This design comes from an exercise in tuning for small area, a short achievable clock period and few clock cycles per item on the open sky130 flow, not from production work.
RTL that was checked went through simulation tests only; none was proved equivalent to the original.
Only the layout flow was run in runs 1 and 2; the RTL was not checked for function there.

==> flow/design.v (outline; a module is shown in full before it is edited, if it fits) <==
// module psum_sequencer: 58 lines
// module operand_stage: 56 lines
// module macc_unit: 83 lines
// module macc_fbgate: 19 lines
// module macc_tree: 568 lines
// module macc_fa: 4 lines
// module macc_ha: 4 lines
// module macc_fx: 8 lines
// module macc_hx: 4 lines
// module macc_xor2: 3 lines
// module macc_xnor2: 3 lines
// module macc_or2: 3 lines
// module macc_and2: 3 lines
// module macc_ao21: 3 lines
// module macc_cpa: 146 lines
// module macc_pgen: 4 lines
// module macc_gp4: 4 lines
// module macc_cg4: 5 lines
// module macc_gcell: 3 lines
// module macc_pcell: 3 lines
// module macc_control_top: 89 lines
module macc_control_top (
  input logic clk,
  input logic rst_n,
  input logic mac_begin,
  input logic acc_begin,
  input macc_pkg::len_t conv_len,
  input macc_pkg::filt_t filter_num,
  input macc_pkg::data_t weight_in,
  input macc_pkg::data_t ifmap_in,
  input macc_pkg::data_t external_psum,
  input macc_pkg::acc_t internal_psum,
  output logic mul_enable,
  output logic acc_enable,
  output macc_pkg::len_t cnt_a,
  output macc_pkg::filt_t cnt_b,
  output macc_pkg::acc_t accum_out,
  output logic psum_store,
  output logic mac_finish,
  output logic acc_finish
);
  // ...
==> flow/flow/run.sh <==
#!/bin/bash
# standard layout, with the port buffers made from the smallest plain buffer
set -euo pipefail
export BUFFER_PORTS_ARGS="-buffer_cell sky130_fd_sc_hd__buf_1"
bash standard.sh > standard_flow.log 2>&1
==> flow/standard.sh <==
#!/bin/bash
# synth_recipe.tcl (not shown) runs the flow's synth.tcl, then flattens the netlist and writes it again
# the make line also repeats each setting of config.mk as NAME=value (left out here)
make -C /OpenROAD-flow-scripts/flow DESIGN_CONFIG=/design/flow/config.mk WORK_HOME=/design/flow/orfs CLKGATE_MAP_FILE= SYNTH_SCRIPT=/design/flow/synth_recipe.tcl "${@:-finish}"
==> flow/config.mk <==
export PLATFORM = sky130hd
export DESIGN_NAME = macc_control_top
export DESIGN_NICKNAME = macc_control_top
export VERILOG_FILES = /design/flow/design.v
export SDC_FILE = /design/flow/constraint.sdc
export NUM_CORES = 4
export LEC_CHECK = 0
export CAP_MARGIN = 20
export CORE_MARGIN = 2
export CORE_UTILIZATION = 60
export SETUP_SLACK_MARGIN = 4.0
export SLEW_MARGIN = 20
export SYNTH_HIERARCHICAL = 1
export SYNTH_MINIMUM_KEEP_SIZE = 0
export TNS_END_PERCENT = 10
==> flow/constraint.sdc <==
create_clock -name core_clock -period 7.0 [get_ports {clk}]
set_input_delay 1.4000 -clock core_clock [delete_from_list [all_inputs] [get_ports {clk}]]
set_output_delay 1.4000 -clock core_clock [all_outputs]
set_load 0.01 [all_outputs]
==> flow_metrics.tcl, run 1 <==
set metrics [dict create \
    status "timing/DRC/antenna clean" \
    wl_met1_microns 12780 \
    startpoint "u_ops.op_w[8]$_DFF_P_" \
    worstHoldStart "u_ops.first_pipe[0]$_DFF_P_" \
    placed_cells 1568 \
    cts_resized 63 \
    cts_tree "built" \
    cp-start-kind "register" \
    stdcell_count 1662 \
    vias 9162 \
    worstSetupPathDepth 7 \
    hpwl_microns 21330 \
    grt_util_met3 0.03586 \
    synthesis.nets 1529 \
    syn_to_final_growth_pct 8.324 \
    maxCapViolCount 0 \
    routedWlPerCell_microns 18.21 \
    routed_wl_microns 30270 \
    wl_met3_microns 1904 \
    drc 0 \
    placed_cell_area_sq_um 13940 \
    cts_buffers 24 \
    htree_levels 1 \
    final_area_sq_um 15440 \
    comb.multi_input.count 879 \
    buffers 201 \
    drtAntennaViolNets 0 \
]
==> run 2, diff against run 1 <==
--- a/flow/config.mk
+++ b/flow/config.mk
@@ -8,8 +8,9 @@
 export CAP_MARGIN = 20
 export CORE_MARGIN = 2
 export CORE_UTILIZATION = 60
+export CTS_CLUSTER_DIAMETER = 100
+export CTS_CLUSTER_SIZE = 25
 export SETUP_SLACK_MARGIN = 4.0
 export SLEW_MARGIN = 20
 export SYNTH_HIERARCHICAL = 1
 export SYNTH_MINIMUM_KEEP_SIZE = 0
-export TNS_END_PERCENT = 10
==> run 2 against run 1 <==
Core utilization fell by 0.19 points. Final cell count rose by 0.72%. Design area fell by 0.29%. Register-to-register slack improved by 0.02 ns. Clock-buffer cell count fell by 20. First-iteration DRC count rose by 26%. Still clean. Sequential cell count did not move.
==> flow_metrics.tcl, run 2 <==
set metrics [dict create \
    cts_buffers 12 \
    routedWlPerCell_microns 18.30 \
    maxSlewHeadroom 0.3768 \
    finalSetupTns_ns 0 \
    period_share 0.4232 \
    status "timing/DRC/antenna clean" \
    drtAntennaViolNets 0 \
    die_height_microns 158.1 \
    die_w_microns 158.1 \
    antenna_found_initial 0 \
    drive_gt1_frac 0.1712 \
    tightestPinTransition_ns 0.9348 \
    vias_per_cell 5.499 \
    slowest_delay_ns 0.54 \
    die_area_sq_um 25000 \
    final_common_cell "dfxtp_1" \
    hpwl_microns 21330 \
    path_clk_slew_ns 0.09 \
    dr.pass1.iters 6 \
    stdcell_count 1674 \
    cp-end-kind "register" \
    skew_ns 0.01141 \
    grt_pass1_vias 9062 \
    cpMostUsedCell "fa_1" \
    num_antenna_cells 0 \
    synth_warnings 10 \
    grt_pass1_wl_microns 47620 \
    io_buffers 144 \
    crit_fanout 8 \
    placed_cells 1568 \
    synthesis.nets 1529 \
    syn_area_per_cell_sq_um 11.29 \
    cp.buffers_inverters 1 \
    cpLargestDelayFamily "adder cells" \
    hold_class "reg -> reg" \
    layout_min_cycle_time_ns 2.962 \
    cts_tree "built" \
    worstPathRequired_ns 7.36 \
    synth_cells 1262 \
    clock_sinks 214 \
    drc 0 \
    gp_congestion 0.8436 \
    overflow 0 \
    hold_ws_ns 0.3309 \
    grtUsageTotal 0.2420 \
    drt_iter0_drc 741 \
    crit_slowest_cell "fa_1" \
    arrival_ns 3.32 \
    syn_area_sq_um 14250 \
    cp-start-kind "register" \
    vias 9206 \
    max_freq_ghz 0.3376 \
    worstPathCellList "buf_6 > a22oi_1 > xnor2_1 > fa_2 > fa_1 > fa_1 > fa_1" \
    setup_violations 0 \
    maxCapViolCount 0 \
    start_util 0.6089 \
    grt_max_degree 42 \
    core-area_sq_um 23400 \
    htree_levels 1 \
    root_buffer "clkbuf_16" \
    ios 145 \
    cts_buffer_depth 3 \
    layout_common_cells "dfxtp_1, xnor2_1, buf_1" \
    clkLatencyLatePin_ns 0.47 \
    syn_to_final_growth_pct 8.008 \
    rows 56 \
    nNetsFinal 1619 \
    hold_viol 0 \
    crit_type "reg -> reg" \
    routed_wl_microns 30640 \
    drv_slew 0 \
    rsz0062_at_grt "yes" \
]
run 2: stage by stage:
step / worst slack [ns] / utilization / instance area [sq um]
finish: 4.038 / 0.6577 / 15390
floorplan: 4.027 / - / 14250
global placement: 3.535 / 0.5944 / 13910
detailed placement: 3.545 / 0.5956 / 13940
global route: 3.946 / 0.6577 / 15390
CTS: 3.997 / 0.6171 / 14440
run 2: worst paths after layout:
kind                                      startpoint                           end  slack (ns)  depth (start not counted)
max                           u_ops.op_w[10]$_DFF_P_         u_mac.c_q[12]$_DFF_P_        4.04                          7
min                        u_ops.acc_pipe[0]$_DFF_P_     u_ops.acc_pipe[1]$_DFF_P_        0.33                          0
max reg2reg                   u_ops.op_w[10]$_DFF_P_         u_mac.c_q[12]$_DFF_P_        4.04                          7
min reg2reg                u_ops.acc_pipe[0]$_DFF_P_     u_ops.acc_pipe[1]$_DFF_P_        0.33                          0
max in group asynchronous                      rst_n   u_ops.end_pipe[2]$_DFF_PN0_        5.63                          1
min in group asynchronous                      rst_n  u_ops.last_pipe[0]$_DFF_PN0_        0.94                          1
run 2: timing repair:
action	in CTS	in global routing
resized for setup	61	67
pin swaps	0	26
setup endpoints to repair	42	24
setup buffers	0	89
hold buffers	0	0
run 2: area by class of cell:
cell class | instances | area [sq um]
clock inverter | 1 | 30.03
tap | 319 | 399.1
clock buffer | 16 | 367.9
multi-input combinational | 879 | 8762
fill | 1928 | 8011
inverter | 7 | 26.28
timing repair buffer | 238 | 1297
sequential | 214 | 4508
run 2: per-layer routing:
layer / vias to the layer above / track usage / share of wire
li1: 4349 / - / -
met1: 4483 / 0.3215 / 0.43
met2: 300 / 0.4178 / 0.48
met3: 74 / 0.03148 / 0.054
met4: 0 / 0.06521 / 0.034
met5: - / 0 / 0
==> module macc_tree, before the edit <==
module macc_tree (
  input  logic [15:0] w,
  input  logic [7:0] one,
  input  logic [7:0] two,
  input  logic [7:0] neg,
  input  logic [35:0] sfb,
  input  logic [35:0] cfb,
  output logic [35:0] s_o,
  output logic [35:0] c_o
);
  wire pp0_0 = (((one[0] & w[0]) | (two[0] & 1'b0)) ^ neg[0]);
  wire pp0_1 = (((one[0] & w[1]) | (two[0] & w[0])) ^ neg[0]);
  wire pp0_2 = (((one[0] & w[2]) | (two[0] & w[1])) ^ neg[0]);
  wire pp0_3 = (((one[0] & w[3]) | (two[0] & w[2])) ^ neg[0]);
  wire pp0_4 = (((one[0] & w[4]) | (two[0] & w[3])) ^ neg[0]);
  wire pp0_5 = (((one[0] & w[5]) | (two[0] & w[4])) ^ neg[0]);
  wire pp0_6 = (((one[0] & w[6]) | (two[0] & w[5])) ^ neg[0]);
  wire pp0_7 = (((one[0] & w[7]) | (two[0] & w[6])) ^ neg[0]);
  wire pp0_8 = (((one[0] & w[8]) | (two[0] & w[7])) ^ neg[0]);
  wire pp0_9 = (((one[0] & w[9]) | (two[0] & w[8])) ^ neg[0]);
  wire pp0_10 = (((one[0] & w[10]) | (two[0] & w[9])) ^ neg[0]);
  wire pp0_11 = (((one[0] & w[11]) | (two[0] & w[10])) ^ neg[0]);
  wire pp0_12 = (((one[0] & w[12]) | (two[0] & w[11])) ^ neg[0]);
  wire pp0_13 = (((one[0] & w[13]) | (two[0] & w[12])) ^ neg[0]);
  wire pp0_14 = (((one[0] & w[14]) | (two[0] & w[13])) ^ neg[0]);
  wire pp0_15 = (((one[0] & w[15]) | (two[0] & w[14])) ^ neg[0]);
  wire pp0_16 = ~(((one[0] & w[15]) | (two[0] & w[15])) ^ neg[0]);
  wire pp1_0 = (((one[1] & w[0]) | (two[1] & 1'b0)) ^ neg[1]);
  wire pp1_1 = (((one[1] & w[1]) | (two[1] & w[0])) ^ neg[1]);
  wire pp1_2 = (((one[1] & w[2]) | (two[1] & w[1])) ^ neg[1]);
  wire pp1_3 = (((one[1] & w[3]) | (two[1] & w[2])) ^ neg[1]);
  wire pp1_4 = (((one[1] & w[4]) | (two[1] & w[3])) ^ neg[1]);
  wire pp1_5 = (((one[1] & w[5]) | (two[1] & w[4])) ^ neg[1]);
  wire pp1_6 = (((one[1] & w[6]) | (two[1] & w[5])) ^ neg[1]);
  wire pp1_7 = (((one[1] & w[7]) | (two[1] & w[6])) ^ neg[1]);
  wire pp1_8 = (((one[1] & w[8]) | (two[1] & w[7])) ^ neg[1]);
  wire pp1_9 = (((one[1] & w[9]) | (two[1] & w[8])) ^ neg[1]);
  wire pp1_10 = (((one[1] & w[10]) | (two[1] & w[9])) ^ neg[1]);
  wire pp1_11 = (((one[1] & w[11]) | (two[1] & w[10])) ^ neg[1]);
  wire pp1_12 = (((one[1] & w[12]) | (two[1] & w[11])) ^ neg[1]);
  wire pp1_13 = (((one[1] & w[13]) | (two[1] & w[12])) ^ neg[1]);
  wire pp1_14 = (((one[1] & w[14]) | (two[1] & w[13])) ^ neg[1]);
  wire pp1_15 = (((one[1] & w[15]) | (two[1] & w[14])) ^ neg[1]);
  wire pp1_16 = ~(((one[1] & w[15]) | (two[1] & w[15])) ^ neg[1]);
  wire pp2_0 = (((one[2] & w[0]) | (two[2] & 1'b0)) ^ neg[2]);
  wire pp2_1 = (((one[2] & w[1]) | (two[2] & w[0])) ^ neg[2]);
  wire pp2_2 = (((one[2] & w[2]) | (two[2] & w[1])) ^ neg[2]);
  wire pp2_3 = (((one[2] & w[3]) | (two[2] & w[2])) ^ neg[2]);
  wire pp2_4 = (((one[2] & w[4]) | (two[2] & w[3])) ^ neg[2]);
  wire pp2_5 = (((one[2] & w[5]) | (two[2] & w[4])) ^ neg[2]);
  wire pp2_6 = (((one[2] & w[6]) | (two[2] & w[5])) ^ neg[2]);
  wire pp2_7 = (((one[2] & w[7]) | (two[2] & w[6])) ^ neg[2]);
  wire pp2_8 = (((one[2] & w[8]) | (two[2] & w[7])) ^ neg[2]);
  wire pp2_9 = (((one[2] & w[9]) | (two[2] & w[8])) ^ neg[2]);
  wire pp2_10 = (((one[2] & w[10]) | (two[2] & w[9])) ^ neg[2]);
  wire pp2_11 = (((one[2] & w[11]) | (two[2] & w[10])) ^ neg[2]);
  wire pp2_12 = (((one[2] & w[12]) | (two[2] & w[11])) ^ neg[2]);
  wire pp2_13 = (((one[2] & w[13]) | (two[2] & w[12])) ^ neg[2]);
  wire pp2_14 = (((one[2] & w[14]) | (two[2] & w[13])) ^ neg[2]);
  wire pp2_15 = (((one[2] & w[15]) | (two[2] & w[14])) ^ neg[2]);
  wire pp2_16 = ~(((one[2] & w[15]) | (two[2] & w[15])) ^ neg[2]);
  wire pp3_0 = (((one[3] & w[0]) | (two[3] & 1'b0)) ^ neg[3]);
  wire pp3_1 = (((one[3] & w[1]) | (two[3] & w[0])) ^ neg[3]);
  wire pp3_2 = (((one[3] & w[2]) | (two[3] & w[1])) ^ neg[3]);
  wire pp3_3 = (((one[3] & w[3]) | (two[3] & w[2])) ^ neg[3]);
  wire pp3_4 = (((one[3] & w[4]) | (two[3] & w[3])) ^ neg[3]);
  wire pp3_5 = (((one[3] & w[5]) | (two[3] & w[4])) ^ neg[3]);
  wire pp3_6 = (((one[3] & w[6]) | (two[3] & w[5])) ^ neg[3]);
  wire pp3_7 = (((one[3] & w[7]) | (two[3] & w[6])) ^ neg[3]);
  wire pp3_8 = (((one[3] & w[8]) | (two[3] & w[7])) ^ neg[3]);
  wire pp3_9 = (((one[3] & w[9]) | (two[3] & w[8])) ^ neg[3]);
  wire pp3_10 = (((one[3] & w[10]) | (two[3] & w[9])) ^ neg[3]);
  wire pp3_11 = (((one[3] & w[11]) | (two[3] & w[10])) ^ neg[3]);
  wire pp3_12 = (((one[3] & w[12]) | (two[3] & w[11])) ^ neg[3]);
  wire pp3_13 = (((one[3] & w[13]) | (two[3] & w[12])) ^ neg[3]);
  wire pp3_14 = (((one[3] & w[14]) | (two[3] & w[13])) ^ neg[3]);
  wire pp3_15 = (((one[3] & w[15]) | (two[3] & w[14])) ^ neg[3]);
  wire pp3_16 = ~(((one[3] & w[15]) | (two[3] & w[15])) ^ neg[3]);
  wire pp4_0 = (((one[4] & w[0]) | (two[4] & 1'b0)) ^ neg[4]);
  wire pp4_1 = (((one[4] & w[1]) | (two[4] & w[0])) ^ neg[4]);
  wire pp4_2 = (((one[4] & w[2]) | (two[4] & w[1])) ^ neg[4]);
  wire pp4_3 = (((one[4] & w[3]) | (two[4] & w[2])) ^ neg[4]);
  wire pp4_4 = (((one[4] & w[4]) | (two[4] & w[3])) ^ neg[4]);
  wire pp4_5 = (((one[4] & w[5]) | (two[4] & w[4])) ^ neg[4]);
  wire pp4_6 = (((one[4] & w[6]) | (two[4] & w[5])) ^ neg[4]);
  wire pp4_7 = (((one[4] & w[7]) | (two[4] & w[6])) ^ neg[4]);
  wire pp4_8 = (((one[4] & w[8]) | (two[4] & w[7])) ^ neg[4]);
  wire pp4_9 = (((one[4] & w[9]) | (two[4] & w[8])) ^ neg[4]);
  wire pp4_10 = (((one[4] & w[10]) | (two[4] & w[9])) ^ neg[4]);
  wire pp4_11 = (((one[4] & w[11]) | (two[4] & w[10])) ^ neg[4]);
  wire pp4_12 = (((one[4] & w[12]) | (two[4] & w[11])) ^ neg[4]);
  wire pp4_13 = (((one[4] & w[13]) | (two[4] & w[12])) ^ neg[4]);
  wire pp4_14 = (((one[4] & w[14]) | (two[4] & w[13])) ^ neg[4]);
  wire pp4_15 = (((one[4] & w[15]) | (two[4] & w[14])) ^ neg[4]);
  wire pp4_16 = ~(((one[4] & w[15]) | (two[4] & w[15])) ^ neg[4]);
  wire pp5_0 = (((one[5] & w[0]) | (two[5] & 1'b0)) ^ neg[5]);
  wire pp5_1 = (((one[5] & w[1]) | (two[5] & w[0])) ^ neg[5]);
  wire pp5_2 = (((one[5] & w[2]) | (two[5] & w[1])) ^ neg[5]);
  wire pp5_3 = (((one[5] & w[3]) | (two[5] & w[2])) ^ neg[5]);
  wire pp5_4 = (((one[5] & w[4]) | (two[5] & w[3])) ^ neg[5]);
  wire pp5_5 = (((one[5] & w[5]) | (two[5] & w[4])) ^ neg[5]);
  wire pp5_6 = (((one[5] & w[6]) | (two[5] & w[5])) ^ neg[5]);
  wire pp5_7 = (((one[5] & w[7]) | (two[5] & w[6])) ^ neg[5]);
  wire pp5_8 = (((one[5] & w[8]) | (two[5] & w[7])) ^ neg[5]);
  wire pp5_9 = (((one[5] & w[9]) | (two[5] & w[8])) ^ neg[5]);
  wire pp5_10 = (((one[5] & w[10]) | (two[5] & w[9])) ^ neg[5]);
  wire pp5_11 = (((one[5] & w[11]) | (two[5] & w[10])) ^ neg[5]);
  wire pp5_12 = (((one[5] & w[12]) | (two[5] & w[11])) ^ neg[5]);
  wire pp5_13 = (((one[5] & w[13]) | (two[5] & w[12])) ^ neg[5]);
  wire pp5_14 = (((one[5] & w[14]) | (two[5] & w[13])) ^ neg[5]);
  wire pp5_15 = (((one[5] & w[15]) | (two[5] & w[14])) ^ neg[5]);
  wire pp5_16 = ~(((one[5] & w[15]) | (two[5] & w[15])) ^ neg[5]);
  wire pp6_0 = (((one[6] & w[0]) | (two[6] & 1'b0)) ^ neg[6]);
  wire pp6_1 = (((one[6] & w[1]) | (two[6] & w[0])) ^ neg[6]);
  wire pp6_2 = (((one[6] & w[2]) | (two[6] & w[1])) ^ neg[6]);
  wire pp6_3 = (((one[6] & w[3]) | (two[6] & w[2])) ^ neg[6]);
  wire pp6_4 = (((one[6] & w[4]) | (two[6] & w[3])) ^ neg[6]);
  wire pp6_5 = (((one[6] & w[5]) | (two[6] & w[4])) ^ neg[6]);
  wire pp6_6 = (((one[6] & w[6]) | (two[6] & w[5])) ^ neg[6]);
  wire pp6_7 = (((one[6] & w[7]) | (two[6] & w[6])) ^ neg[6]);
  wire pp6_8 = (((one[6] & w[8]) | (two[6] & w[7])) ^ neg[6]);
  wire pp6_9 = (((one[6] & w[9]) | (two[6] & w[8])) ^ neg[6]);
  wire pp6_10 = (((one[6] & w[10]) | (two[6] & w[9])) ^ neg[6]);
  wire pp6_11 = (((one[6] & w[11]) | (two[6] & w[10])) ^ neg[6]);
  wire pp6_12 = (((one[6] & w[12]) | (two[6] & w[11])) ^ neg[6]);
  wire pp6_13 = (((one[6] & w[13]) | (two[6] & w[12])) ^ neg[6]);
  wire pp6_14 = (((one[6] & w[14]) | (two[6] & w[13])) ^ neg[6]);
  wire pp6_15 = (((one[6] & w[15]) | (two[6] & w[14])) ^ neg[6]);
  wire pp6_16 = ~(((one[6] & w[15]) | (two[6] & w[15])) ^ neg[6]);
  wire pp7_0 = (((one[7] & w[0]) | (two[7] & 1'b0)) ^ neg[7]);
  wire pp7_1 = (((one[7] & w[1]) | (two[7] & w[0])) ^ neg[7]);
  wire pp7_2 = (((one[7] & w[2]) | (two[7] & w[1])) ^ neg[7]);
  wire pp7_3 = (((one[7] & w[3]) | (two[7] & w[2])) ^ neg[7]);
  wire pp7_4 = (((one[7] & w[4]) | (two[7] & w[3])) ^ neg[7]);
  wire pp7_5 = (((one[7] & w[5]) | (two[7] & w[4])) ^ neg[7]);
  wire pp7_6 = (((one[7] & w[6]) | (two[7] & w[5])) ^ neg[7]);
  wire pp7_7 = (((one[7] & w[7]) | (two[7] & w[6])) ^ neg[7]);
  wire pp7_8 = (((one[7] & w[8]) | (two[7] & w[7])) ^ neg[7]);
  wire pp7_9 = (((one[7] & w[9]) | (two[7] & w[8])) ^ neg[7]);
  wire pp7_10 = (((one[7] & w[10]) | (two[7] & w[9])) ^ neg[7]);
  wire pp7_11 = (((one[7] & w[11]) | (two[7] & w[10])) ^ neg[7]);
  wire pp7_12 = (((one[7] & w[12]) | (two[7] & w[11])) ^ neg[7]);
  wire pp7_13 = (((one[7] & w[13]) | (two[7] & w[12])) ^ neg[7]);
  wire pp7_14 = (((one[7] & w[14]) | (two[7] & w[13])) ^ neg[7]);
  wire pp7_15 = (((one[7] & w[15]) | (two[7] & w[14])) ^ neg[7]);
  wire pp7_16 = ~(((one[7] & w[15]) | (two[7] & w[15])) ^ neg[7]);
  wire t1s, t1c;
  macc_fa u_t1s (.a(neg[0]), .b(pp0_0), .c(sfb[0]), .s(t1s), .co(t1c));
  wire t2s, t2c;
  macc_fa u_t2s (.a(pp0_1), .b(sfb[1]), .c(cfb[1]), .s(t2s), .co(t2c));
  wire t3s, t3c;
  macc_fa u_t3s (.a(neg[1]), .b(pp0_2), .c(pp1_0), .s(t3s), .co(t3c));
  wire t4s, t4c;
  macc_fa u_t4s (.a(sfb[2]), .b(cfb[2]), .c(t2c), .s(t4s), .co(t4c));
  wire t5s, t5c;
  macc_fa u_t5s (.a(pp0_3), .b(pp1_1), .c(sfb[3]), .s(t5s), .co(t5c));
  wire t6s, t6c;
  macc_fa u_t6s (.a(cfb[3]), .b(t3c), .c(t5s), .s(t6s), .co(t6c));
  wire t7s, t7c;
  macc_fa u_t7s (.a(neg[2]), .b(pp0_4), .c(pp1_2), .s(t7s), .co(t7c));
  wire t8s, t8c;
  macc_fa u_t8s (.a(pp2_0), .b(sfb[4]), .c(cfb[4]), .s(t8s), .co(t8c));
  wire t9s, t9c;
  macc_fa u_t9s (.a(t5c), .b(t7s), .c(t8s), .s(t9s), .co(t9c));
  wire t10s, t10c;
  macc_fa u_t10s (.a(pp0_5), .b(pp1_3), .c(pp2_1), .s(t10s), .co(t10c));
  wire t11s, t11c;
  macc_fa u_t11s (.a(sfb[5]), .b(cfb[5]), .c(t7c), .s(t11s), .co(t11c));
  wire t12s, t12c;
  macc_fa u_t12s (.a(t8c), .b(t10s), .c(t11s), .s(t12s), .co(t12c));
  wire t13s, t13c;
  macc_fa u_t13s (.a(neg[3]), .b(pp0_6), .c(pp1_4), .s(t13s), .co(t13c));
  wire t14s, t14c;
  macc_fa u_t14s (.a(pp2_2), .b(pp3_0), .c(sfb[6]), .s(t14s), .co(t14c));
  wire t15s, t15c;
  macc_fa u_t15s (.a(cfb[6]), .b(t10c), .c(t13s), .s(t15s), .co(t15c));
  wire t16s, t16c;
  macc_fa u_t16s (.a(t14s), .b(t11c), .c(t12c), .s(t16s), .co(t16c));
  wire t17s, t17c;
  macc_fa u_t17s (.a(pp0_7), .b(pp1_5), .c(pp2_3), .s(t17s), .co(t17c));
  wire t18s, t18c;
  macc_fa u_t18s (.a(pp3_1), .b(sfb[7]), .c(cfb[7]), .s(t18s), .co(t18c));
  wire t19s, t19c;
  macc_fa u_t19s (.a(t13c), .b(t14c), .c(t17s), .s(t19s), .co(t19c));
  wire t20s, t20c;
  macc_fa u_t20s (.a(t18s), .b(t15c), .c(t19s), .s(t20s), .co(t20c));
  wire t21s, t21c;
  macc_fa u_t21s (.a(neg[4]), .b(pp0_8), .c(pp1_6), .s(t21s), .co(t21c));
  wire t22s, t22c;
  macc_fa u_t22s (.a(pp2_4), .b(pp3_2), .c(pp4_0), .s(t22s), .co(t22c));
  wire t23s, t23c;
  macc_fa u_t23s (.a(sfb[8]), .b(cfb[8]), .c(t17c), .s(t23s), .co(t23c));
  wire t24s, t24c;
  macc_fa u_t24s (.a(t18c), .b(t21s), .c(t22s), .s(t24s), .co(t24c));
  wire t25s, t25c;
  macc_fa u_t25s (.a(t23s), .b(t19c), .c(t24s), .s(t25s), .co(t25c));
  wire t26s, t26c;
  macc_fa u_t26s (.a(pp0_9), .b(pp1_7), .c(pp2_5), .s(t26s), .co(t26c));
  wire t27s, t27c;
  macc_fa u_t27s (.a(pp3_3), .b(pp4_1), .c(sfb[9]), .s(t27s), .co(t27c));
  wire t28s, t28c;
  macc_fa u_t28s (.a(cfb[9]), .b(t21c), .c(t22c), .s(t28s), .co(t28c));
  wire t29s, t29c;
  macc_fa u_t29s (.a(t26s), .b(t27s), .c(t23c), .s(t29s), .co(t29c));
  wire t30s, t30c;
  macc_fa u_t30s (.a(t24c), .b(t28s), .c(t29s), .s(t30s), .co(t30c));
  wire t31s, t31c;
  macc_fa u_t31s (.a(neg[5]), .b(pp0_10), .c(pp1_8), .s(t31s), .co(t31c));
  wire t32s, t32c;
  macc_fa u_t32s (.a(pp2_6), .b(pp3_4), .c(pp4_2), .s(t32s), .co(t32c));
  wire t33s, t33c;
  macc_fa u_t33s (.a(pp5_0), .b(sfb[10]), .c(cfb[10]), .s(t33s), .co(t33c));
  wire t34s, t34c;
  macc_fa u_t34s (.a(t26c), .b(t27c), .c(t31s), .s(t34s), .co(t34c));
  wire t35s, t35c;
  macc_fa u_t35s (.a(t32s), .b(t33s), .c(t28c), .s(t35s), .co(t35c));
  wire t36s, t36c;
  macc_fa u_t36s (.a(t29c), .b(t34s), .c(t35s), .s(t36s), .co(t36c));
  wire t37s, t37c;
  macc_fa u_t37s (.a(pp0_11), .b(pp1_9), .c(pp2_7), .s(t37s), .co(t37c));
  wire t38s, t38c;
  macc_fa u_t38s (.a(pp3_5), .b(pp4_3), .c(pp5_1), .s(t38s), .co(t38c));
  wire t39s, t39c;
  macc_fa u_t39s (.a(sfb[11]), .b(cfb[11]), .c(t31c), .s(t39s), .co(t39c));
  wire t40s, t40c;
  macc_fa u_t40s (.a(t32c), .b(t33c), .c(t37s), .s(t40s), .co(t40c));
  wire t41s, t41c;
  macc_fa u_t41s (.a(t38s), .b(t39s), .c(t34c), .s(t41s), .co(t41c));
  wire t42s, t42c;
  macc_fa u_t42s (.a(t40s), .b(t35c), .c(t41s), .s(t42s), .co(t42c));
  wire t43s, t43c;
  macc_fa u_t43s (.a(neg[6]), .b(pp0_12), .c(pp1_10), .s(t43s), .co(t43c));
  wire t44s, t44c;
  macc_fa u_t44s (.a(pp2_8), .b(pp3_6), .c(pp4_4), .s(t44s), .co(t44c));
  wire t45s, t45c;
  macc_fa u_t45s (.a(pp5_2), .b(pp6_0), .c(sfb[12]), .s(t45s), .co(t45c));
  wire t46s, t46c;
  macc_fa u_t46s (.a(cfb[12]), .b(t37c), .c(t38c), .s(t46s), .co(t46c));
  wire t47s, t47c;
  macc_fa u_t47s (.a(t43s), .b(t44s), .c(t45s), .s(t47s), .co(t47c));
  wire t48s, t48c;
  macc_fa u_t48s (.a(t39c), .b(t40c), .c(t46s), .s(t48s), .co(t48c));
  wire t49s, t49c;
  macc_fa u_t49s (.a(t47s), .b(t41c), .c(t48s), .s(t49s), .co(t49c));
  wire t50s, t50c;
  macc_fa u_t50s (.a(pp0_13), .b(pp1_11), .c(pp2_9), .s(t50s), .co(t50c));
  wire t51s, t51c;
  macc_fa u_t51s (.a(pp3_7), .b(pp4_5), .c(pp5_3), .s(t51s), .co(t51c));
  wire t52s, t52c;
  macc_fa u_t52s (.a(pp6_1), .b(sfb[13]), .c(cfb[13]), .s(t52s), .co(t52c));
  wire t53s, t53c;
  macc_fa u_t53s (.a(t43c), .b(t44c), .c(t45c), .s(t53s), .co(t53c));
  wire t54s, t54c;
  macc_fa u_t54s (.a(t50s), .b(t51s), .c(t52s), .s(t54s), .co(t54c));
  wire t55s, t55c;
  macc_fa u_t55s (.a(t46c), .b(t47c), .c(t53s), .s(t55s), .co(t55c));
  wire t56s, t56c;
  macc_fa u_t56s (.a(t54s), .b(t48c), .c(t55s), .s(t56s), .co(t56c));
  wire t57s, t57c;
  macc_fa u_t57s (.a(neg[7]), .b(pp0_14), .c(pp1_12), .s(t57s), .co(t57c));
  wire t58s, t58c;
  macc_fx u_t58s (.a(pp2_10), .b(pp3_8), .c(pp4_6), .s(t58s), .co(t58c));
  wire t59s, t59c;
  macc_fx u_t59s (.a(pp5_4), .b(pp6_2), .c(pp7_0), .s(t59s), .co(t59c));
  wire t60s, t60c;
  macc_fx u_t60s (.a(sfb[14]), .b(cfb[14]), .c(t50c), .s(t60s), .co(t60c));
  wire t61s, t61c;
  macc_fa u_t61s (.a(t51c), .b(t52c), .c(t57s), .s(t61s), .co(t61c));
  wire t62s, t62c;
  macc_fx u_t62s (.a(t58s), .b(t59s), .c(t60s), .s(t62s), .co(t62c));
  wire t63s, t63c;
  macc_fa u_t63s (.a(t53c), .b(t54c), .c(t61s), .s(t63s), .co(t63c));
  wire t64s, t64c;
  macc_fa u_t64s (.a(t62s), .b(t55c), .c(t63s), .s(t64s), .co(t64c));
  wire t65s, t65c;
  macc_fa u_t65s (.a(pp0_15), .b(pp1_13), .c(pp2_11), .s(t65s), .co(t65c));
  wire t66s, t66c;
  macc_fa u_t66s (.a(pp3_9), .b(pp4_7), .c(pp5_5), .s(t66s), .co(t66c));
  wire t67s, t67c;
  macc_fa u_t67s (.a(pp6_3), .b(pp7_1), .c(sfb[15]), .s(t67s), .co(t67c));
  wire t68s, t68c;
  macc_fx u_t68s (.a(cfb[15]), .b(t57c), .c(t58c), .s(t68s), .co(t68c));
  wire t69s, t69c;
  macc_fa u_t69s (.a(t59c), .b(t65s), .c(t66s), .s(t69s), .co(t69c));
  wire t70s, t70c;
  macc_fx u_t70s (.a(t67s), .b(t60c), .c(t61c), .s(t70s), .co(t70c));
  wire t71s, t71c;
  macc_fx u_t71s (.a(t62c), .b(t68s), .c(t69s), .s(t71s), .co(t71c));
  wire t72s, t72c;
  macc_fa u_t72s (.a(t70s), .b(t63c), .c(t71s), .s(t72s), .co(t72c));
  wire t73s, t73c;
  macc_xnor2 u_t73s (.a(pp0_16), .b(pp1_14), .y(t73s));
  macc_or2 u_t73c (.a(pp0_16), .b(pp1_14), .y(t73c));
  wire t74s, t74c;
  macc_fa u_t74s (.a(pp2_12), .b(pp3_10), .c(pp4_8), .s(t74s), .co(t74c));
  wire t75s, t75c;
  macc_fa u_t75s (.a(pp5_6), .b(pp6_4), .c(pp7_2), .s(t75s), .co(t75c));
  wire t76s, t76c;
  macc_fx u_t76s (.a(sfb[16]), .b(cfb[16]), .c(t65c), .s(t76s), .co(t76c));
  wire t77s, t77c;
  macc_fa u_t77s (.a(t66c), .b(t67c), .c(t73s), .s(t77s), .co(t77c));
  wire t78s, t78c;
  macc_fx u_t78s (.a(t74s), .b(t75s), .c(t76s), .s(t78s), .co(t78c));
  wire t79s, t79c;
  macc_fa u_t79s (.a(t68c), .b(t69c), .c(t77s), .s(t79s), .co(t79c));
  wire t80s, t80c;
  macc_fx u_t80s (.a(t78s), .b(t70c), .c(t71c), .s(t80s), .co(t80c));
  wire t81s, t81c;
  macc_ha u_t81s (.a(t79s), .b(t80s), .s(t81s), .co(t81c));
  wire t82s, t82c;
  macc_xnor2 u_t82s (.a(pp1_15), .b(pp2_13), .y(t82s));
  macc_or2 u_t82c (.a(pp1_15), .b(pp2_13), .y(t82c));
  wire t83s, t83c;
  macc_fa u_t83s (.a(pp3_11), .b(pp4_9), .c(pp5_7), .s(t83s), .co(t83c));
  wire t84s, t84c;
  macc_fa u_t84s (.a(pp6_5), .b(pp7_3), .c(sfb[17]), .s(t84s), .co(t84c));
  wire t85s, t85c;
  macc_fa u_t85s (.a(cfb[17]), .b(t73c), .c(t74c), .s(t85s), .co(t85c));
  wire t86s, t86c;
  macc_fx u_t86s (.a(t75c), .b(t82s), .c(t83s), .s(t86s), .co(t86c));
  wire t87s, t87c;
  macc_fx u_t87s (.a(t84s), .b(t76c), .c(t77c), .s(t87s), .co(t87c));
  wire t88s, t88c;
  macc_fa u_t88s (.a(t78c), .b(t85s), .c(t86s), .s(t88s), .co(t88c));
  wire t89s, t89c;
  macc_fa u_t89s (.a(t87s), .b(t79c), .c(t88s), .s(t89s), .co(t89c));
  wire t90s, t90c;
  macc_ha u_t90s (.a(t80c), .b(t81c), .s(t90s), .co(t90c));
  wire t91s, t91c;
  macc_fa u_t91s (.a(pp1_16), .b(pp2_14), .c(pp3_12), .s(t91s), .co(t91c));
  wire t92s, t92c;
  macc_fa u_t92s (.a(pp4_10), .b(pp5_8), .c(pp6_6), .s(t92s), .co(t92c));
  wire t93s, t93c;
  macc_fa u_t93s (.a(pp7_4), .b(sfb[18]), .c(cfb[18]), .s(t93s), .co(t93c));
  wire t94s, t94c;
  macc_fa u_t94s (.a(t82c), .b(t83c), .c(t84c), .s(t94s), .co(t94c));
  wire t95s, t95c;
  macc_fa u_t95s (.a(t91s), .b(t92s), .c(t93s), .s(t95s), .co(t95c));
  wire t96s, t96c;
  macc_fa u_t96s (.a(t85c), .b(t86c), .c(t94s), .s(t96s), .co(t96c));
  wire t97s, t97c;
  macc_fx u_t97s (.a(t95s), .b(t87c), .c(t88c), .s(t97s), .co(t97c));
  wire t98s, t98c;
  macc_fx u_t98s (.a(t96s), .b(t97s), .c(t89c), .s(t98s), .co(t98c));
  wire t99s, t99c;
  macc_xnor2 u_t99s (.a(pp2_15), .b(pp3_13), .y(t99s));
  macc_or2 u_t99c (.a(pp2_15), .b(pp3_13), .y(t99c));
  wire t100s, t100c;
  macc_fa u_t100s (.a(pp4_11), .b(pp5_9), .c(pp6_7), .s(t100s), .co(t100c));
  wire t101s, t101c;
  macc_fa u_t101s (.a(pp7_5), .b(sfb[19]), .c(cfb[19]), .s(t101s), .co(t101c));
  wire t102s, t102c;
  macc_fa u_t102s (.a(t91c), .b(t92c), .c(t93c), .s(t102s), .co(t102c));
  wire t103s, t103c;
  macc_fa u_t103s (.a(t99s), .b(t100s), .c(t101s), .s(t103s), .co(t103c));
  wire t104s, t104c;
  macc_fa u_t104s (.a(t94c), .b(t95c), .c(t102s), .s(t104s), .co(t104c));
  wire t105s, t105c;
  macc_fx u_t105s (.a(t103s), .b(t96c), .c(t104s), .s(t105s), .co(t105c));
  wire t106s, t106c;
  macc_hx u_t106s (.a(t97c), .b(t105s), .s(t106s), .co(t106c));
  wire t107s, t107c;
  macc_fa u_t107s (.a(pp2_16), .b(pp3_14), .c(pp4_12), .s(t107s), .co(t107c));
  wire t108s, t108c;
  macc_fa u_t108s (.a(pp5_10), .b(pp6_8), .c(pp7_6), .s(t108s), .co(t108c));
  wire t109s, t109c;
  macc_fx u_t109s (.a(sfb[20]), .b(cfb[20]), .c(t99c), .s(t109s), .co(t109c));
  wire t110s, t110c;
  macc_fa u_t110s (.a(t100c), .b(t101c), .c(t107s), .s(t110s), .co(t110c));
  wire t111s, t111c;
  macc_fa u_t111s (.a(t108s), .b(t109s), .c(t102c), .s(t111s), .co(t111c));
  wire t112s, t112c;
  macc_fx u_t112s (.a(t103c), .b(t110s), .c(t111s), .s(t112s), .co(t112c));
  wire t113s, t113c;
  macc_fx u_t113s (.a(t104c), .b(t112s), .c(t105c), .s(t113s), .co(t113c));
  wire t114s, t114c;
  macc_xnor2 u_t114s (.a(pp3_15), .b(pp4_13), .y(t114s));
  macc_or2 u_t114c (.a(pp3_15), .b(pp4_13), .y(t114c));
  wire t115s, t115c;
  macc_fa u_t115s (.a(pp5_11), .b(pp6_9), .c(pp7_7), .s(t115s), .co(t115c));
  wire t116s, t116c;
  macc_fa u_t116s (.a(sfb[21]), .b(cfb[21]), .c(t107c), .s(t116s), .co(t116c));
  wire t117s, t117c;
  macc_fa u_t117s (.a(t108c), .b(t114s), .c(t115s), .s(t117s), .co(t117c));
  wire t118s, t118c;
  macc_fa u_t118s (.a(t109c), .b(t116s), .c(t110c), .s(t118s), .co(t118c));
  wire t119s, t119c;
  macc_fx u_t119s (.a(t117s), .b(t111c), .c(t118s), .s(t119s), .co(t119c));
  wire t120s, t120c;
  macc_ha u_t120s (.a(t112c), .b(t119s), .s(t120s), .co(t120c));
  wire t121s, t121c;
  macc_fa u_t121s (.a(pp3_16), .b(pp4_14), .c(pp5_12), .s(t121s), .co(t121c));
  wire t122s, t122c;
  macc_fa u_t122s (.a(pp6_10), .b(pp7_8), .c(sfb[22]), .s(t122s), .co(t122c));
  wire t123s, t123c;
  macc_fa u_t123s (.a(cfb[22]), .b(t114c), .c(t115c), .s(t123s), .co(t123c));
  wire t124s, t124c;
  macc_fx u_t124s (.a(t121s), .b(t122s), .c(t116c), .s(t124s), .co(t124c));
  wire t125s, t125c;
  macc_fa u_t125s (.a(t117c), .b(t123s), .c(t124s), .s(t125s), .co(t125c));
  wire t126s, t126c;
  macc_fx u_t126s (.a(t118c), .b(t125s), .c(t119c), .s(t126s), .co(t126c));
  wire t127s, t127c;
  macc_xnor2 u_t127s (.a(pp4_15), .b(pp5_13), .y(t127s));
  macc_or2 u_t127c (.a(pp4_15), .b(pp5_13), .y(t127c));
  wire t128s, t128c;
  macc_fa u_t128s (.a(pp6_11), .b(pp7_9), .c(sfb[23]), .s(t128s), .co(t128c));
  wire t129s, t129c;
  macc_fa u_t129s (.a(cfb[23]), .b(t121c), .c(t122c), .s(t129s), .co(t129c));
  wire t130s, t130c;
  macc_fa u_t130s (.a(t127s), .b(t128s), .c(t123c), .s(t130s), .co(t130c));
  wire t131s, t131c;
  macc_fx u_t131s (.a(t124c), .b(t129s), .c(t130s), .s(t131s), .co(t131c));
  wire t132s, t132c;
  macc_ha u_t132s (.a(t125c), .b(t131s), .s(t132s), .co(t132c));
  wire t133s, t133c;
  macc_fa u_t133s (.a(pp4_16), .b(pp5_14), .c(pp6_12), .s(t133s), .co(t133c));
  wire t134s, t134c;
  macc_fa u_t134s (.a(pp7_10), .b(sfb[24]), .c(cfb[24]), .s(t134s), .co(t134c));
  wire t135s, t135c;
  macc_fa u_t135s (.a(t127c), .b(t128c), .c(t133s), .s(t135s), .co(t135c));
  wire t136s, t136c;
  macc_fa u_t136s (.a(t134s), .b(t129c), .c(t135s), .s(t136s), .co(t136c));
  wire t137s, t137c;
  macc_fa u_t137s (.a(t130c), .b(t131c), .c(t136s), .s(t137s), .co(t137c));
  wire t138s, t138c;
  macc_xnor2 u_t138s (.a(pp5_15), .b(pp6_13), .y(t138s));
  macc_or2 u_t138c (.a(pp5_15), .b(pp6_13), .y(t138c));
  wire t139s, t139c;
  macc_fa u_t139s (.a(pp7_11), .b(sfb[25]), .c(cfb[25]), .s(t139s), .co(t139c));
  wire t140s, t140c;
  macc_fa u_t140s (.a(t133c), .b(t134c), .c(t138s), .s(t140s), .co(t140c));
  wire t141s, t141c;
  macc_fa u_t141s (.a(t139s), .b(t135c), .c(t140s), .s(t141s), .co(t141c));
  wire t142s, t142c;
  macc_ha u_t142s (.a(t136c), .b(t141s), .s(t142s), .co(t142c));
  wire t143s, t143c;
  macc_fa u_t143s (.a(pp5_16), .b(pp6_14), .c(pp7_12), .s(t143s), .co(t143c));
  wire t144s, t144c;
  macc_fa u_t144s (.a(sfb[26]), .b(cfb[26]), .c(t138c), .s(t144s), .co(t144c));
  wire t145s, t145c;
  macc_fa u_t145s (.a(t139c), .b(t143s), .c(t144s), .s(t145s), .co(t145c));
  wire t146s, t146c;
  macc_fa u_t146s (.a(t140c), .b(t145s), .c(t141c), .s(t146s), .co(t146c));
  wire t147s, t147c;
  macc_xnor2 u_t147s (.a(pp6_15), .b(pp7_13), .y(t147s));
  macc_or2 u_t147c (.a(pp6_15), .b(pp7_13), .y(t147c));
  wire t148s, t148c;
  macc_fa u_t148s (.a(sfb[27]), .b(cfb[27]), .c(t143c), .s(t148s), .co(t148c));
  wire t149s, t149c;
  macc_fa u_t149s (.a(t147s), .b(t144c), .c(t148s), .s(t149s), .co(t149c));
  wire t150s, t150c;
  macc_ha u_t150s (.a(t145c), .b(t149s), .s(t150s), .co(t150c));
  wire t151s, t151c;
  macc_fa u_t151s (.a(pp6_16), .b(pp7_14), .c(sfb[28]), .s(t151s), .co(t151c));
  wire t152s, t152c;
  macc_fa u_t152s (.a(cfb[28]), .b(t147c), .c(t151s), .s(t152s), .co(t152c));
  wire t153s, t153c;
  macc_fa u_t153s (.a(t148c), .b(t152s), .c(t149c), .s(t153s), .co(t153c));
  wire t154s, t154c;
  macc_xnor2 u_t154s (.a(pp7_15), .b(sfb[29]), .y(t154s));
  macc_or2 u_t154c (.a(pp7_15), .b(sfb[29]), .y(t154c));
  wire t155s, t155c;
  macc_fa u_t155s (.a(cfb[29]), .b(t151c), .c(t154s), .s(t155s), .co(t155c));
  wire t156s, t156c;
  macc_ha u_t156s (.a(t152c), .b(t155s), .s(t156s), .co(t156c));
  wire t157s, t157c;
  macc_fa u_t157s (.a(pp7_16), .b(sfb[30]), .c(cfb[30]), .s(t157s), .co(t157c));
  wire t158s, t158c;
  macc_fa u_t158s (.a(t154c), .b(t157s), .c(t155c), .s(t158s), .co(t158c));
  wire t159s, t159c;
  macc_xnor2 u_t159s (.a(sfb[31]), .b(cfb[31]), .y(t159s));
  macc_or2 u_t159c (.a(sfb[31]), .b(cfb[31]), .y(t159c));
  wire t160s, t160c;
  macc_ha u_t160s (.a(t157c), .b(t159s), .s(t160s), .co(t160c));
  wire t161s, t161c;
  macc_xnor2 u_t161s (.a(sfb[32]), .b(cfb[32]), .y(t161s));
  macc_or2 u_t161c (.a(sfb[32]), .b(cfb[32]), .y(t161c));
  wire t162s, t162c;
  macc_ha u_t162s (.a(t159c), .b(t161s), .s(t162s), .co(t162c));
  wire t163s, t163c;
  macc_xnor2 u_t163s (.a(sfb[33]), .b(cfb[33]), .y(t163s));
  macc_or2 u_t163c (.a(sfb[33]), .b(cfb[33]), .y(t163c));
  wire t164s, t164c;
  macc_ha u_t164s (.a(t161c), .b(t163s), .s(t164s), .co(t164c));
  wire t165s, t165c;
  macc_xnor2 u_t165s (.a(sfb[34]), .b(cfb[34]), .y(t165s));
  macc_or2 u_t165c (.a(sfb[34]), .b(cfb[34]), .y(t165c));
  wire t166s, t166c;
  macc_ha u_t166s (.a(t163c), .b(t165s), .s(t166s), .co(t166c));
  wire t167s, t167c;
  macc_xnor2 u_t167s (.a(sfb[35]), .b(cfb[35]), .y(t167s));
  macc_or2 u_t167c (.a(sfb[35]), .b(cfb[35]), .y(t167c));
  wire t168s, t168c;
  macc_ha u_t168s (.a(t165c), .b(t167s), .s(t168s), .co(t168c));
  assign s_o[0] = cfb[0];
  assign c_o[0] = t1s;
  assign s_o[1] = t1c;
  assign c_o[1] = t2s;
  assign s_o[2] = t3s;
  assign c_o[2] = t4s;
  assign s_o[3] = t4c;
  assign c_o[3] = t6s;
  assign s_o[4] = t6c;
  assign c_o[4] = t9s;
  assign s_o[5] = t9c;
  assign c_o[5] = t12s;
  assign s_o[6] = t15s;
  assign c_o[6] = t16s;
  assign s_o[7] = t16c;
  assign c_o[7] = t20s;
  assign s_o[8] = t20c;
  assign c_o[8] = t25s;
  assign s_o[9] = t25c;
  assign c_o[9] = t30s;
  assign s_o[10] = t30c;
  assign c_o[10] = t36s;
  assign s_o[11] = t36c;
  assign c_o[11] = t42s;
  assign s_o[12] = t42c;
  assign c_o[12] = t49s;
  assign s_o[13] = t49c;
  assign c_o[13] = t56s;
  assign s_o[14] = t56c;
  assign c_o[14] = t64s;
  assign s_o[15] = t64c;
  assign c_o[15] = t72s;
  assign s_o[16] = t72c;
  assign c_o[16] = t81s;
  assign s_o[17] = t89s;
  assign c_o[17] = t90s;
  assign s_o[18] = t90c;
  assign c_o[18] = t98s;
  assign s_o[19] = t98c;
  assign c_o[19] = t106s;
  assign s_o[20] = t106c;
  assign c_o[20] = t113s;
  assign s_o[21] = t120s;
  assign c_o[21] = t113c;
  assign s_o[22] = t120c;
  assign c_o[22] = t126s;
  assign s_o[23] = t132s;
  assign c_o[23] = t126c;
  assign s_o[24] = t132c;
  assign c_o[24] = t137s;
  assign s_o[25] = t142s;
  assign c_o[25] = t137c;
  assign s_o[26] = t142c;
  assign c_o[26] = t146s;
  assign s_o[27] = t150s;
  assign c_o[27] = t146c;
  assign s_o[28] = t150c;
  assign c_o[28] = t153s;
  assign s_o[29] = t156s;
  assign c_o[29] = t153c;
  assign s_o[30] = t156c;
  assign c_o[30] = t158s;
  assign s_o[31] = t160s;
  assign c_o[31] = t158c;
  assign s_o[32] = t160c;
  assign c_o[32] = t162s;
  assign s_o[33] = t162c;
  assign c_o[33] = t164s;
  assign s_o[34] = t164c;
  assign c_o[34] = t166s;
  assign s_o[35] = t166c;
  assign c_o[35] = t168s;
endmodule
==> run 3, diff against run 2 <==
--- a/flow/design.v
+++ b/flow/design.v
@@ -451,9 +451,9 @@
   wire t37s, t37c;
   macc_fa u_t37s (.a(pp0_11), .b(pp1_9), .c(pp2_7), .s(t37s), .co(t37c));
   wire t38s, t38c;
-  macc_fa u_t38s (.a(pp3_5), .b(pp4_3), .c(pp5_1), .s(t38s), .co(t38c));
+  macc_fa u_t38s (.a(pp3_5), .b(pp4_3), .c(sfb[11]), .s(t38s), .co(t38c));
   wire t39s, t39c;
-  macc_fa u_t39s (.a(sfb[11]), .b(cfb[11]), .c(t31c), .s(t39s), .co(t39c));
+  macc_fa u_t39s (.a(pp5_1), .b(cfb[11]), .c(t31c), .s(t39s), .co(t39c));
   wire t40s, t40c;
   macc_fa u_t40s (.a(t32c), .b(t33c), .c(t37s), .s(t40s), .co(t40c));
   wire t41s, t41c;
@@ -491,9 +491,9 @@
   wire t57s, t57c;
   macc_fa u_t57s (.a(neg[7]), .b(pp0_14), .c(pp1_12), .s(t57s), .co(t57c));
   wire t58s, t58c;
-  macc_fx u_t58s (.a(pp2_10), .b(pp3_8), .c(pp4_6), .s(t58s), .co(t58c));
+  macc_fa u_t58s (.a(pp2_10), .b(pp3_8), .c(pp4_6), .s(t58s), .co(t58c));
   wire t59s, t59c;
-  macc_fx u_t59s (.a(pp5_4), .b(pp6_2), .c(pp7_0), .s(t59s), .co(t59c));
+  macc_fa u_t59s (.a(pp5_4), .b(pp6_2), .c(pp7_0), .s(t59s), .co(t59c));
   wire t60s, t60c;
   macc_fx u_t60s (.a(sfb[14]), .b(cfb[14]), .c(t50c), .s(t60s), .co(t60c));
   wire t61s, t61c;
@@ -511,7 +511,7 @@
   wire t67s, t67c;
   macc_fa u_t67s (.a(pp6_3), .b(pp7_1), .c(sfb[15]), .s(t67s), .co(t67c));
   wire t68s, t68c;
-  macc_fx u_t68s (.a(cfb[15]), .b(t57c), .c(t58c), .s(t68s), .co(t68c));
+  macc_fa u_t68s (.a(cfb[15]), .b(t57c), .c(t58c), .s(t68s), .co(t68c));
   wire t69s, t69c;
   macc_fa u_t69s (.a(t59c), .b(t65s), .c(t66s), .s(t69s), .co(t69c));
   wire t70s, t70c;
@@ -530,34 +530,33 @@
   wire t76s, t76c;
   macc_fx u_t76s (.a(sfb[16]), .b(cfb[16]), .c(t65c), .s(t76s), .co(t76c));
   wire t77s, t77c;
-  macc_fa u_t77s (.a(t66c), .b(t67c), .c(t73s), .s(t77s), .co(t77c));
+  macc_fx u_t77s (.a(t66c), .b(t67c), .c(t73s), .s(t77s), .co(t77c));
   wire t78s, t78c;
-  macc_fx u_t78s (.a(t74s), .b(t75s), .c(t76s), .s(t78s), .co(t78c));
+  macc_fa u_t78s (.a(t74s), .b(t75s), .c(t76s), .s(t78s), .co(t78c));
   wire t79s, t79c;
   macc_fa u_t79s (.a(t68c), .b(t69c), .c(t77s), .s(t79s), .co(t79c));
   wire t80s, t80c;
   macc_fx u_t80s (.a(t78s), .b(t70c), .c(t71c), .s(t80s), .co(t80c));
   wire t81s, t81c;
   macc_ha u_t81s (.a(t79s), .b(t80s), .s(t81s), .co(t81c));
-  wire t82s, t82c;
-  macc_xnor2 u_t82s (.a(pp1_15), .b(pp2_13), .y(t82s));
-  macc_or2 u_t82c (.a(pp1_15), .b(pp2_13), .y(t82c));
+  wire t82s = ~pp1_15;
+  wire t82c = pp1_15;
   wire t83s, t83c;
-  macc_fa u_t83s (.a(pp3_11), .b(pp4_9), .c(pp5_7), .s(t83s), .co(t83c));
+  macc_fa u_t83s (.a(pp2_13), .b(pp3_11), .c(pp4_9), .s(t83s), .co(t83c));
   wire t84s, t84c;
-  macc_fa u_t84s (.a(pp6_5), .b(pp7_3), .c(sfb[17]), .s(t84s), .co(t84c));
+  macc_fa u_t84s (.a(pp5_7), .b(pp6_5), .c(pp7_3), .s(t84s), .co(t84c));
   wire t85s, t85c;
-  macc_fa u_t85s (.a(cfb[17]), .b(t73c), .c(t74c), .s(t85s), .co(t85c));
+  macc_fx u_t85s (.a(sfb[17]), .b(cfb[17]), .c(t82s), .s(t85s), .co(t85c));
   wire t86s, t86c;
-  macc_fx u_t86s (.a(t75c), .b(t82s), .c(t83s), .s(t86s), .co(t86c));
+  macc_fa u_t86s (.a(t73c), .b(t74c), .c(t75c), .s(t86s), .co(t86c));
   wire t87s, t87c;
-  macc_fx u_t87s (.a(t84s), .b(t76c), .c(t77c), .s(t87s), .co(t87c));
+  macc_fa u_t87s (.a(t83s), .b(t84s), .c(t85s), .s(t87s), .co(t87c));
   wire t88s, t88c;
-  macc_fa u_t88s (.a(t78c), .b(t85s), .c(t86s), .s(t88s), .co(t88c));
+  macc_fx u_t88s (.a(t76c), .b(t77c), .c(t78c), .s(t88s), .co(t88c));
   wire t89s, t89c;
-  macc_fa u_t89s (.a(t87s), .b(t79c), .c(t88s), .s(t89s), .co(t89c));
+  macc_fx u_t89s (.a(t86s), .b(t87s), .c(t79c), .s(t89s), .co(t89c));
   wire t90s, t90c;
-  macc_ha u_t90s (.a(t80c), .b(t81c), .s(t90s), .co(t90c));
+  macc_fx u_t90s (.a(t88s), .b(t80c), .c(t89s), .s(t90s), .co(t90c));
   wire t91s, t91c;
   macc_fa u_t91s (.a(pp1_16), .b(pp2_14), .c(pp3_12), .s(t91s), .co(t91c));
   wire t92s, t92c;
@@ -567,13 +566,13 @@
   wire t94s, t94c;
   macc_fa u_t94s (.a(t82c), .b(t83c), .c(t84c), .s(t94s), .co(t94c));
   wire t95s, t95c;
-  macc_fa u_t95s (.a(t91s), .b(t92s), .c(t93s), .s(t95s), .co(t95c));
+  macc_fa u_t95s (.a(t85c), .b(t91s), .c(t92s), .s(t95s), .co(t95c));
   wire t96s, t96c;
-  macc_fa u_t96s (.a(t85c), .b(t86c), .c(t94s), .s(t96s), .co(t96c));
+  macc_fx u_t96s (.a(t93s), .b(t86c), .c(t87c), .s(t96s), .co(t96c));
   wire t97s, t97c;
-  macc_fx u_t97s (.a(t95s), .b(t87c), .c(t88c), .s(t97s), .co(t97c));
+  macc_fx u_t97s (.a(t94s), .b(t95s), .c(t88c), .s(t97s), .co(t97c));
   wire t98s, t98c;
-  macc_fx u_t98s (.a(t96s), .b(t97s), .c(t89c), .s(t98s), .co(t98c));
+  macc_fa u_t98s (.a(t96s), .b(t97s), .c(t89c), .s(t98s), .co(t98c));
   wire t99s, t99c;
   macc_xnor2 u_t99s (.a(pp2_15), .b(pp3_13), .y(t99s));
   macc_or2 u_t99c (.a(pp2_15), .b(pp3_13), .y(t99c));
@@ -759,7 +758,7 @@
   assign c_o[15] = t72s;
   assign s_o[16] = t72c;
   assign c_o[16] = t81s;
-  assign s_o[17] = t89s;
+  assign s_o[17] = t81c;
   assign c_o[17] = t90s;
   assign s_o[18] = t90c;
   assign c_o[18] = t98s;
--- a/flow/config.mk
+++ b/flow/config.mk
@@ -8,8 +8,6 @@
 export CAP_MARGIN = 20
 export CORE_MARGIN = 2
 export CORE_UTILIZATION = 60
-export CTS_CLUSTER_DIAMETER = 100
-export CTS_CLUSTER_SIZE = 25
 export SETUP_SLACK_MARGIN = 4.0
 export SLEW_MARGIN = 20
 export SYNTH_HIERARCHICAL = 1
==> run 3 against run 2 <==
Fmax grew 0.29%. First-iteration DRC count shrank 11%. Wire length shrank 4.5%. Critical endpoint is now u_mac.c_q[14]$_DFF_P_. Global-route usage shrank 0.37 points. Via count shrank 3.8%. Worst setup slack gained 0.0086 ns. Register-to-register slack is essentially flat. Sequential share of layout area grew 0.32 points. Critical path depth is the same. Still clean on timing, DRC and antenna.
==> flow_metrics.tcl, run 3 <==
set metrics [dict create \
    grt_pass1_wl_microns 46910 \
    clock_sinks 214 \
    drc 0 \
    start_util 0.6085 \
    cpLargestDelayFamily "adder cells" \
    cp-end-kind "register" \
    period_share 0.4219 \
    cp.buffers_inverters 1 \
    r2r_end "u_mac.c_q[14]$_DFF_P_" \
    reg2reg_depth 7 \
    path_clk_slew_ns 0.06 \
    vias 8860 \
    overflow 0 \
    synth_warnings 10 \
    nFillCells 1923 \
    worstPathRequired_ns 7.40 \
    cts_hold_repair.buffers 0 \
    finalSetupTns_ns 0 \
    maxCapViolCount 0 \
    hold_ws_ns 0.3323 \
    routed_wl_microns 29250 \
    rows 56 \
    die_height_microns 158.1 \
    worstSetupPathDepth 7 \
    io_buffers 144 \
    syn_to_final_growth_pct 6.985 \
    skew_ns 0.02466 \
    crit_fanout 12 \
    root_buffer "clkbuf_16" \
    synth_cells 1258 \
    layout_common_cells "dfxtp_1, xnor2_1, buf_1" \
    hold_viol 0 \
    htree_levels 1 \
    placed_cell_area_sq_um 13860 \
    die_w_microns 158.1 \
    finalWorstSetupSlack_ns 4.046 \
    gp_congestion 0.8693 \
    die_area_sq_um 24980 \
    slowest_delay_ns 0.55 \
    hpwl_microns 21040 \
    drive_gt1_frac 0.1219 \
    clkLatencyLatePin_ns 0.52 \
    routedWlPerCell_microns 17.93 \
    multi_input_area_sq_um 8597 \
    endpoint "u_mac.c_q[14]$_DFF_P_" \
    drtAntennaViolNets 0 \
    status "timing/DRC/antenna clean" \
    arrival_ns 3.36 \
    layout_min_cycle_time_ns 2.954 \
    startpoint "u_ops.op_two[4]$_DFF_P_" \
    grt_pass1_vias 8926 \
    hold_class "reg -> reg" \
    cts_buffers 24 \
    cp-start-kind "register" \
    max_freq_ghz 0.3386 \
    syn_area_sq_um 14240 \
    cts_tree "built" \
    antenna_found_initial 0 \
    tightestPinTransition_ns 0.9148 \
    nNetsFinal 1563 \
    drv_slew 0 \
    rsz0062_at_grt "yes" \
    drt_iter0_drc 662 \
    grt_max_degree 42 \
    final_common_cell "dfxtp_1" \
    cts_buffer_depth 3 \
    num_antenna_cells 0 \
    r2r-start "u_ops.op_two[4]$_DFF_P_" \
    dr.pass1.iters 6 \
    grtUsageTotal 0.2383 \
    post-place-ws_ns 3.480 \
    crit_slowest_cell "fa_2" \
    ios 145 \
    syn_area_per_cell_sq_um 11.32 \
    setup_violations 0 \
    ff_latch_area_sq_um 4512 \
    worstPathCellList "buf_12 > a22oi_1 > xnor2_1 > fa_2 > fa_1 > fa_2 > fa_1" \
    rrSetupSlack_ns 4.05 \
    maxSlewHeadroom 0.3901 \
    crit_type "reg -> reg" \
    vias_per_cell 5.429 \
    synthesis.nets 1526 \
    final_area_sq_um 15240 \
    core-area_sq_um 23400 \
]
[run 3: metrics by stage]
stage / util / instances
detailed placement: 0.5922 / 1562
floorplan: - / 1258
global placement: 0.5922 / 1562
global route: 0.6510 / 1632
finish: 0.6510 / 1632
CTS: 0.6361 / 1606
[run 3: what timing repair did]
| item | in CTS | in global routing |
|---|---|---|
| pin swaps | 0 | 7 |
| buffers inserted | 0 | 26 |
| endpoints found under the setup margin | 43 | 18 |
| endpoints found under the hold margin | 0 | 0 |
| gates resized for setup | 77 | 22 |
[run 3: metal layers]
metal  wire, microns  vias to the layer above  global-route usage
li1                -                     4263                   -
met1           13370                     4280              0.3402
met2           13760                      279              0.3884
met3            1576                       38             0.03093
met4             546                        0             0.05491
met5               0                        -                   0
[run 3: worst register-to-register path, cell delays in order (launching register included)]
cell and delay, ns:
dfxtp_4 0.41, buf_12 0.16, a22oi_1 0.20, xnor2_1 0.20, fa_2 0.49, fa_1 0.43
fa_2 0.55, fa_1 0.40
[run 3: area by class of cell]
type / count / area share
Clock buffer: 35 / 0.04804
Clock inverter: 9 / 0.009526
Inverter: 7 / 0.001725
Multi-Input combinational cell: 875 / 0.5643
Sequential cell: 214 / 0.2961
Tap cell: 319 / 0.02620
Timing Repair Buffer: 173 / 0.05412
[run 3: worst min path at each step]
stage                                            from                     endpoint  slack (ns)  cells after the start
after detailed placement    u_ops.acc_pipe[0]$_DFF_P_    u_ops.acc_pipe[1]$_DFF_P_        0.32                      0
after global routing        u_ops.acc_pipe[0]$_DFF_P_    u_ops.acc_pipe[1]$_DFF_P_        0.34                      0
final                     u_ops.first_pipe[0]$_DFF_P_  u_ops.first_pipe[1]$_DFF_P_        0.33                      0
after floorplan             u_ops.acc_pipe[0]$_DFF_P_    u_ops.acc_pipe[1]$_DFF_P_        0.31                      0
after CTS                 u_ops.first_pipe[0]$_DFF_P_  u_ops.first_pipe[1]$_DFF_P_        0.33                      0
after global placement      u_ops.acc_pipe[0]$_DFF_P_    u_ops.acc_pipe[1]$_DFF_P_        0.31                      0
Testbench counts of run 3, summed over its fixed seeds: cycles 24,347, items 22,427.

## re-timing with driven ports
No port has a modelled driver above. Below, the same layouts with a new extraction and two added sets of constraints.
Step 1 assumes that a clkbuf_16 drives the clock port and a buf_2 every other input.
Step 2 adds t to the input delays and takes it off the output delays; t is the mean of the earliest and latest rising clock arrival at the registers after step 1. Input paths then give back, and output paths get back, about the clock's delay inside the block.
Slacks: no drivers / after step 1 / after step 2; pairs: no drivers / after step 1.
run	t (ns)	setup slack, ns	worst register clock-pin slew, ns	cell pins on the clock port's net
run 1	0.580	4.020 / 4.020 / 3.857	0.06 / 0.06	1
run 2	0.519	4.038 / 4.038 / 3.887	0.10 / 0.10	1
run 3	0.560	4.046 / 4.046 / 3.897	0.06 / 0.06	1
After both steps every run listed still meets setup and hold. The setup slack of run 1, which loses most, moves by 0.000 ns with the drivers and by -0.163 ns with both steps.
